Background: an optimization exercise with open tools, aiming at small area, a short achievable clock period and few clock cycles per item. Do not read the settings as production practice.
The RTL was checked by simulation tests, not by an equivalence proof against the original design.
Power is estimated from default activity; no workload was simulated.

// mul_axil
module mul_axil (
  input  logic        Clk,
  input  logic        arst_n,
  input  logic        s_awvalid,
  output logic        s_awready,
  input  logic [7:0]  s_awaddr,
  input  logic        s_wvalid,
  output logic        s_wready,
  input  logic [31:0] s_wdata,
  input  logic [3:0]  s_wstrb,
  output logic        s_bvalid,
  input  logic        s_bready,
  output logic [1:0]  s_bresp,
  input  logic        s_arvalid,
  output logic        s_arready,
  input  logic [7:0]  s_araddr,
  output logic        s_rvalid,
  input  logic        s_rready,
  output logic [31:0] s_rdata,
  output logic [1:0]  s_rresp
);
clock: 3.2 ns
lec_check: 0
cap_margin: 20
core_margin: 2
core_utilization: 75
cts_buf_list: sky130_fd_sc_hd__clkbuf_4
cts_cluster_size: 30
setup_slack_margin: 0.7
slew_margin: 20
standard.sh (not shown) runs the stock make flow with config.mk's settings and CLKGATE_MAP_FILE= SYNTH_SCRIPT=/design/flow/synth_recipe.tcl, a recipe that flattens the netlist after the stock synthesis.
==> flow/flow/run.sh <==
#!/bin/bash
# Standard layout, with plain buffers on the ports and resizing not tied to
# cell footprints. Each step's own log is also kept under orfs/logs/.
set -euo pipefail
bash standard.sh \
  "BUFFER_PORTS_ARGS=-buffer_cell sky130_fd_sc_hd__buf_1" \
  MATCH_CELL_FOOTPRINT=0 \
  finish > standard.log 2>&1
Testbench counts at the start, summed over its fixed seeds: cycles 5,120, items 512.
Edit:
CORE_UTILIZATION = 60   (was 75)
CTS_BUF_LIST = sky130_fd_sc_hd__clkbuf_4 sky130_fd_sc_hd__clkbuf_8   (was sky130_fd_sc_hd__clkbuf_4)
CTS_CLUSTER_SIZE = unset   (was 30)
PLACE_DENSITY = 0.7   (was unset)
SETUP_SLACK_MARGIN = 0.8   (was 0.7)
Effect: First-iteration DRC count decreases by 11%. Core utilization decreases by 15 points. Via count decreases by 2.9%. Count of clock-buffer cells in the layout increases by 2. Worst setup slack improved by 0.10 ns. Area after synthesis is unchanged. Register-to-register slack improved by 0.06 ns. Design area increases by 2.9%.
Edit:
==> flow/flow/run.sh (replaced) <==
#!/bin/bash
# Standard layout, with plain buffers on the ports, resizing not tied to
# cell footprints and a clock tree without dummy loads. Each step's own log
# is also kept under orfs/logs/.
set -euo pipefail
bash standard.sh \
  "BUFFER_PORTS_ARGS=-buffer_cell sky130_fd_sc_hd__buf_1" \
  MATCH_CELL_FOOTPRINT=0 \
  "CTS_ARGS=-sink_clustering_enable -repair_clock_nets -sink_clustering_size 30 -buf_list {sky130_fd_sc_hd__clkbuf_4 sky130_fd_sc_hd__clkbuf_8} -dont_use_dummy_load" \
  RECOVER_POWER=50 \
  finish > standard.log 2>&1
CORE_UTILIZATION = 55   (was 60)
PLACE_DENSITY = unset   (was 0.7)
The changed run finished with max-capacitance violations, max-slew violations left.
Routed wire length climbs by 2.6%.
Clock-buffer cell count drops by 3.
Critical path depth climbs by 3.
Clock skew climbs by 0.019 ns.
First-iteration DRC count drops by 5.8%.
Synthesized area stays the same.
Core utilization drops by 7.0 points.
Final cell count climbs by 2.1%.
Design area drops by 1.4%.
Worst hold slack gets better by 0.026 ns.

========
The RTL this note starts from:
==> flow/design.v <==
module mul_axil (
  input  logic        Clk,
  input  logic        arst_n,
  input  logic        s_awvalid,
  output logic        s_awready,
  input  logic [7:0]  s_awaddr,
  input  logic        s_wvalid,
  output logic        s_wready,
  input  logic [31:0] s_wdata,
  input  logic [3:0]  s_wstrb,
  output logic        s_bvalid,
  input  logic        s_bready,
  output logic [1:0]  s_bresp,
  input  logic        s_arvalid,
  output logic        s_arready,
  input  logic [7:0]  s_araddr,
  output logic        s_rvalid,
  input  logic        s_rready,
  output logic [31:0] s_rdata,
  output logic [1:0]  s_rresp
);
  logic        bvalid, rvalid;
  logic        bresp_err;
  logic [31:0] rdata;
  logic [15:0] opa, opb;
  logic wr_fire, rd_fire, ctrl_go;
  logic aw_a, aw_b, aw_c;
  assign wr_fire = s_awvalid & s_wvalid & ~bvalid;
  assign rd_fire = s_arvalid & ~rvalid;
  assign aw_a = (s_awaddr == 8'h00);
  assign aw_b = (s_awaddr == 8'h04);
  assign aw_c = (s_awaddr == 8'h08);
  assign ctrl_go = wr_fire & aw_c & s_wstrb[0] & s_wdata[0];
  always_ff @(posedge Clk or negedge arst_n) begin
    if (!arst_n) begin
      opa <= '0;
      opb <= '0;
    end else begin
      if (wr_fire & aw_a & s_wstrb[0]) opa[7:0]  <= s_wdata[7:0];
      if (wr_fire & aw_a & s_wstrb[1]) opa[15:8] <= s_wdata[15:8];
      if (wr_fire & aw_b & s_wstrb[0]) opb[7:0]  <= s_wdata[7:0];
      if (wr_fire & aw_b & s_wstrb[1]) opb[15:8] <= s_wdata[15:8];
    end
  end
  logic        busy;           
  logic        fin;            
  logic [1:0]  cnt;            
  logic [3:0]  dig;            
  logic [15:0] hs, hc;
  logic [3:0]  ps, pc;
  logic [19:0] hi;
  logic [11:0] lo;
  logic        done;
  logic        has;            
  function automatic logic [39:0] csa(input logic [19:0] x, input logic [19:0] y,
                                      input logic [19:0] z);
    logic [19:0] s, c;
    s = x ^ y ^ z;
    c = ((x & y) | (x & z) | (y & z)) << 1;
    csa = {s, c};
  endfunction
  logic [4:0]  pr;
  logic [19:0] r0, r1, r2, r3, r4, r5;
  logic [19:0] s1, c1, s2, c2, s3, c3, sn, cn;
  assign pr = {1'b0, ps} + {1'b0, pc};
  assign r0 = {4'h0, hs & {16{busy}}};
  assign r1 = {4'h0, hc & {16{busy}}};
  assign r2 = {4'h0, opb & {16{dig[0]}}};
  assign r3 = {3'h0, opb & {16{dig[1]}}, pr[4] & busy};
  assign r4 = {2'h0, opb & {16{dig[2]}}, 2'h0};
  assign r5 = {1'h0, opb & {16{dig[3]}}, 3'h0};
  assign {s1, c1} = csa(r0, r1, r2);
  assign {s2, c2} = csa(r3, r4, r5);
  assign {s3, c3} = csa(s1, c1, s2);
  assign {sn, cn} = csa(s3, c3, c2);
  always_ff @(posedge Clk) begin
    hs <= sn[19:4];
    hc <= cn[19:4];
    ps <= sn[3:0];
    pc <= cn[3:0];
  end
  always_ff @(posedge Clk) begin
    if (busy) begin
      lo <= {pr[3:0], lo[11:4]};
    end
    if (fin) begin
      hi <= {hs, ps} + {hc, pc};
    end
  end
  always_ff @(posedge Clk or negedge arst_n) begin
    if (!arst_n) begin
      cnt  <= '0;
      busy <= 1'b0;
      fin  <= 1'b0;
      done <= 1'b0;
      has  <= 1'b0;
    end else begin
      if (ctrl_go | busy) begin
        cnt <= cnt + 2'd1;
      end
      if (ctrl_go) begin
        busy <= 1'b1;
        has  <= 1'b1;
      end else if (cnt == 2'd3) begin
        busy <= 1'b0;
      end
      fin <= busy & (cnt == 2'd3);
      if (ctrl_go) begin
        done <= 1'b0;
      end else if (busy & (cnt == 2'd1)) begin
        done <= 1'b1;
      end
    end
  end
  always_ff @(posedge Clk) begin
    if (busy) begin
      case (cnt)
        2'd1:    dig <= opa[11:8];
        2'd2:    dig <= opa[15:12];
        default: dig <= opa[3:0];
      endcase
    end else begin
      dig <= ctrl_go ? opa[7:4] : opa[3:0];
    end
  end
  logic sel_a, sel_b, sel_p, st_done, rd_err;
  logic [7:0] ra;
  assign ra = s_araddr;
  always_ff @(posedge Clk or negedge arst_n) begin
    if (!arst_n) begin
      bvalid <= 1'b0;
      rvalid <= 1'b0;
    end else begin
      if (wr_fire)       bvalid <= 1'b1;
      else if (s_bready) bvalid <= 1'b0;
      if (rd_fire)       rvalid <= 1'b1;
      else if (s_rready) rvalid <= 1'b0;
    end
  end
  always_ff @(posedge Clk) begin
    if (!bvalid) bresp_err <= ~(aw_a | aw_b | aw_c);
    if (!rvalid) begin
      sel_a   <= (ra == 8'h00);
      sel_b   <= (ra == 8'h04);
      sel_p   <= (ra == 8'h10) & ~busy & has;
      st_done <= (ra == 8'h0C) & done;
      rd_err  <= ~((ra == 8'h00) | (ra == 8'h04) | (ra == 8'h08) | (ra == 8'h0C)
                   | (ra == 8'h10));
    end
  end
  assign rdata = ({32{sel_p}} & {hi, lo})
               | {16'h0, {16{sel_a}} & opa}
               | {16'h0, {16{sel_b}} & opb}
               | {31'h0, st_done};
  assign s_awready = ~bvalid;
  assign s_wready  = ~bvalid;
  assign s_bvalid  = bvalid;
  assign s_bresp   = {bresp_err, 1'b0};
  assign s_arready = ~rvalid;
  assign s_rvalid  = rvalid;
  assign s_rdata   = rdata;
  assign s_rresp   = {rd_err, 1'b0};
endmodule
clock: 3.2 ns
lec_check: 0
cap_margin: 20
core_margin: 2
core_utilization: 65
cts_buf_list: sky130_fd_sc_hd__clkbuf_4 sky130_fd_sc_hd__clkbuf_8
setup_slack_margin: 0.75
slew_margin: 20
==> flow/flow/run.sh <==
#!/bin/bash
# Standard layout, with plain buffers on the ports, resizing not tied to
# cell footprints and a clock tree without dummy loads. Each step's own log
# is also kept under orfs/logs/.
set -euo pipefail
bash standard.sh \
  "BUFFER_PORTS_ARGS=-buffer_cell sky130_fd_sc_hd__buf_1" \
  MATCH_CELL_FOOTPRINT=0 \
  "CTS_ARGS=-sink_clustering_enable -repair_clock_nets -sink_clustering_size 30 -buf_list {sky130_fd_sc_hd__clkbuf_4 sky130_fd_sc_hd__clkbuf_8} -dont_use_dummy_load" \
  finish > standard.log 2>&1
The starting point finished clean.
Testbench counts at the start, summed over its fixed seeds: cycles 5,120, items 512.
Next try:
==> flow/flow/run.sh (replaced) <==
#!/bin/bash
# Standard layout, with plain buffers on the ports and resizing not tied to
# cell footprints. Each step's own log is also kept under orfs/logs/.
set -euo pipefail
bash standard.sh \
  "BUFFER_PORTS_ARGS=-buffer_cell sky130_fd_sc_hd__buf_1" \
  MATCH_CELL_FOOTPRINT=0 \
  finish > standard.log 2>&1
Settings changed: CORE_UTILIZATION 65 to 75, CTS_CLUSTER_SIZE set to 30, SETUP_SLACK_MARGIN 0.75 to 0.5.
Outcome:
- The new run ran to the end with no violations
- synthesized cell count stays the same
- wire length goes up by about 6%
- synthesized area does not change
- non-clock buffer count shrinks by 7
- via count rises by about 4%
- power rose by 23%
- clock-buffer cell count increases by 1
- sequential share of layout area falls by 0.51 points
- global-route usage came out higher by 5.8 points
- worst setup slack is worse by 240 ps
Next try:
--- a/flow/flow/run.sh
+++ b/flow/flow/run.sh
@@ -5,3 +5,3 @@
 bash standard.sh \
-  "BUFFER_PORTS_ARGS=-buffer_cell sky130_fd_sc_hd__buf_1" \
+  "BUFFER_PORTS_ARGS=-buffer_cell sky130_fd_sc_hd__buf_2" \
   MATCH_CELL_FOOTPRINT=0 \
Settings changed: CORE_UTILIZATION 75 to 60, SETUP_SLACK_MARGIN 0.5 to 0.7.
Result:
- The new run produced a clean layout
- design area increases by 2.9%
- total power decreases by 3.9%
- routed wire length decreases by 4.2%
- via count decreases by 3.3%

## port drivers added, routing unchanged
The results above use ideal ports. As a check the final layouts listed here were re-extracted and re-timed, cells and wires unchanged.
Step 1 assumes that a clkbuf_16 drives the clock port and a buf_2 every other input.
Step 2 times the ports against the registers' clock, not the clock port: input delays grow and output delays shrink by t, the midpoint of the rising clock arrivals with the driver on.
Three values: ideal, step 1, step 2; two values: the first two.
| run | shift t [ns] | setup WS [ns] | worst hold slack (ns) | worst data-port slew with drivers (ns) | cell pins on the clock port's net |
|---|---|---|---|---|---|
| the first run of note 1 | 0.560 | 0.722 / 0.690 / 0.539 | 0.215 / 0.211 / 0.449 | 0.05 | 1 |
| the second run of note 1 | 0.479 | 0.823 / 0.788 / 0.496 | 0.326 / 0.314 / 0.443 | 0.04 | 1 |
| the third run of note 1 | 0.463 | 0.760 / 0.760 / 0.489 | 0.352 / 0.346 / 0.454 | 0.04 | 1 |
| the first run of note 2 | 0.462 | 0.840 / 0.840 / 0.525 | 0.336 / 0.323 / 0.446 | 0.04 | 1 |
| the second run of note 2 | 0.460 | 0.604 / 0.570 / 0.475 | 0.326 / 0.314 / 0.448 | 0.04 | 1 |
| the third run of note 2 | 0.473 | 0.799 / 0.771 / 0.501 | 0.322 / 0.312 / 0.455 | 0.04 | 1 |
The setup slack of the second run of note 1, which loses most, moves by -0.035 ns with the drivers and by -0.327 ns with both steps.
